This is an optimization exercise on Yosys and OpenROAD, whose aim is small area, not a production implementation.
Only simulation tests tie the RTL to the original design; equivalence was not proved.

## wishbone_intercon
module wishbone_intercon
#(
  parameter int DATA_W = wishbone_pkg::DEF_DATA_W,
  parameter int ADR_W  = wishbone_pkg::DEF_ADR_W
) (
  input  logic              CLK_I,
  input  logic              RST_I,
  input  logic [DATA_W-1:0] DATA_INPUT,
  input  logic [ADR_W-1:0]  ADR_INPUT,
  input  logic              WE_INPUT,
  input  logic              SMP,
  output logic [DATA_W-1:0] DATA_OUTPUT
);
  localparam int NW  = 2 * wishbone_pkg::SLV_DEPTH;   
  localparam int NB3 = NW / 3;                         
  localparam int NB  = NB3 + 1;                        
  logic              b1_q, b2_q;
  logic              we_q, map_q;
  logic [4:0]        wa_q;             
  logic              pend_q;           
  logic [1:0]        ph3_q;            
  logic              ph2_q;            
  logic [NB-1:0]     wr_q, wrn_q;      
  logic [1:0]        clr_q;            
  logic [DATA_W-1:0] x_q;              
  logic [DATA_W-1:0] dout_q;
  logic              accept;
  logic [4:0]        ia, wa_d;
  logic              pend_d;
  logic [1:0]        ph3_d;
  logic              ph2_d;
  assign accept = ~b1_q & ~b2_q & (WE_INPUT | SMP);
  assign ia     = {ADR_INPUT[6], ADR_INPUT[3:0]};
  assign wa_d   = accept ? ia : wa_q;
  assign pend_d = (accept & WE_INPUT & ADR_INPUT[7]) | (pend_q & ~|wr_q);
  assign ph3_d  = (ph3_q == 2'd2) ? 2'd0 : ph3_q + 2'd1;
  assign ph2_d  = ~ph2_q;
  logic [NW-1:0] at0_w, at0n_w, last_d_w;
  for (genvar w = 0; w < NW; w++) begin : g_w
    localparam int N = (w < 3 * NB3) ? 3 : 2;
    localparam int K = (w < 3 * NB3) ? w % 3 : w - 3 * NB3;
    if (N == 3) begin : g_3
      assign at0_w[w]    = (ph3_q == 2'((3 - K) % 3));
      assign last_d_w[w] = (ph3_d == 2'((2 - K + 3) % 3));
    end else begin : g_2
  ...
Size: about 65000 um2 of cells after synthesis.
Settings: LEC_CHECK=0, CAP_MARGIN=20, CORE_MARGIN=2, CORE_UTILIZATION=50, CTS_BUF_LIST=sky130_fd_sc_hd__clkbuf_8, CTS_CLUSTER_DIAMETER=50, CTS_CLUSTER_SIZE=20, SLEW_MARGIN=20, SYNTH_HIERARCHICAL=1, SYNTH_MINIMUM_KEEP_SIZE=0; clock period 5.0 ns.
standard.sh (not shown) runs the stock make flow with config.mk's settings and CLKGATE_MAP_FILE= SYNTH_SCRIPT=/design/flow/synth_recipe.tcl, a recipe that flattens the netlist after the stock synthesis.
==> flow/flow/run.sh <==
#!/bin/bash
# Standard ORFS layout (the standard.sh, unchanged synthesis) with two
# changes passed to ORFS's own scripts through their environment variables:
#  - CTS: clkbuf_8 clock buffers, clusters of up to 20 sinks, no dummy loads;
#  - port buffers: buf_1 instead of the default buffer cell.
# make's full output goes to flow_make.log; each ORFS step keeps its own log
# under orfs/logs/.
set -euo pipefail
export CTS_ARGS="-sink_clustering_enable -repair_clock_nets -buf_list sky130_fd_sc_hd__clkbuf_8 -sink_clustering_size 20 -sink_clustering_max_diameter 50 -dont_use_dummy_load"
export BUFFER_PORTS_ARGS="-buffer_cell sky130_fd_sc_hd__buf_1"
bash standard.sh > flow_make.log 2>&1
Next try:
Settings changed: CORE_UTILIZATION 50 to 62, PLACE_DENSITY from default to 0.75.
After rerunning:
- The changed run completed without violations
- synthesized cell count is unchanged
- core utilization is higher by 11 points
- design area is lower slightly

Another version of the RTL of wishbone_intercon (not shown whole).
Size in the first run: ~4500 cells after synthesis, about 2200 flip-flops, roughly 140 I/O pins, roughly 63000 um^2 of cells after synthesis.
export LEC_CHECK = 0
export CAP_MARGIN = 20
export CORE_MARGIN = 2
export CORE_UTILIZATION = 62
export CTS_BUF_LIST = sky130_fd_sc_hd__clkbuf_8
export CTS_CLUSTER_DIAMETER = 50
export CTS_CLUSTER_SIZE = 20
export PLACE_DENSITY = 0.75
export SLEW_MARGIN = 20
export SYNTH_HIERARCHICAL = 1
export SYNTH_MINIMUM_KEEP_SIZE = 0
create_clock -name core_clock -period 5.0 [get_ports {CLK_I}]
Scripts as last shown in full above: flow/flow/run.sh
Next try:
CAP_MARGIN = 0   (was 20)
SLEW_MARGIN = 0   (was 20)
The new run completed without violations.
Core utilization barely changes.
Routed wire length is about the same.
Setup slack gains 64 ps.
Non-clock buffer count fell by 4.
Via count stays flat.
Design area stays flat.
Sequential share of layout area is about the same.
Count of clock-buffer cells in the layout goes up by 2.
Die area stays the same.

-- what the ideal ports hide --
How much do the figures lean on ideal ports? The routed layouts below were timed once more, with nothing changed but the port constraints. Step 1 sets driving cells, clkbuf_16 on the clock port and buf_2 on the other inputs (assumed; they add their load-dependent delay and slew). Step 2 adds t to the input delays and takes it off the output delays; t is the mean of the earliest and latest rising clock arrival at the registers after step 1. Input paths then give back, and output paths get back, about the clock's delay inside the block. Three values: ideal ports, drivers, drivers and shift; two values: the first two.
| run | shift t [ns] | setup slack, ns | worst setup path after step 2 | clock arrival spread, ns | worst register clock-pin slew, ns |
|---|---|---|---|---|---|
| the first run of note 1 | 0.922 | 1.138 / 1.138 / 0.676 | input to register | 0.098 / 0.098 | 0.12 / 0.12 |
| the second run of note 1 | 0.888 | 1.438 / 1.438 / 0.701 | input to register | 0.094 / 0.094 | 0.12 / 0.12 |
| the first run of note 2 | 0.865 | 1.258 / 1.258 / 0.690 | input to register | 0.113 / 0.114 | 0.12 / 0.12 |
| the second run of note 2 | 0.873 | 1.322 / 1.322 / 0.674 | input to register | 0.098 / 0.098 | 0.12 / 0.12 |
After both steps setup and hold are still met in every run listed. For the second run of note 1, which loses most, drivers alone change the setup slack by 0.000 ns; drivers and shift together by -0.737 ns.
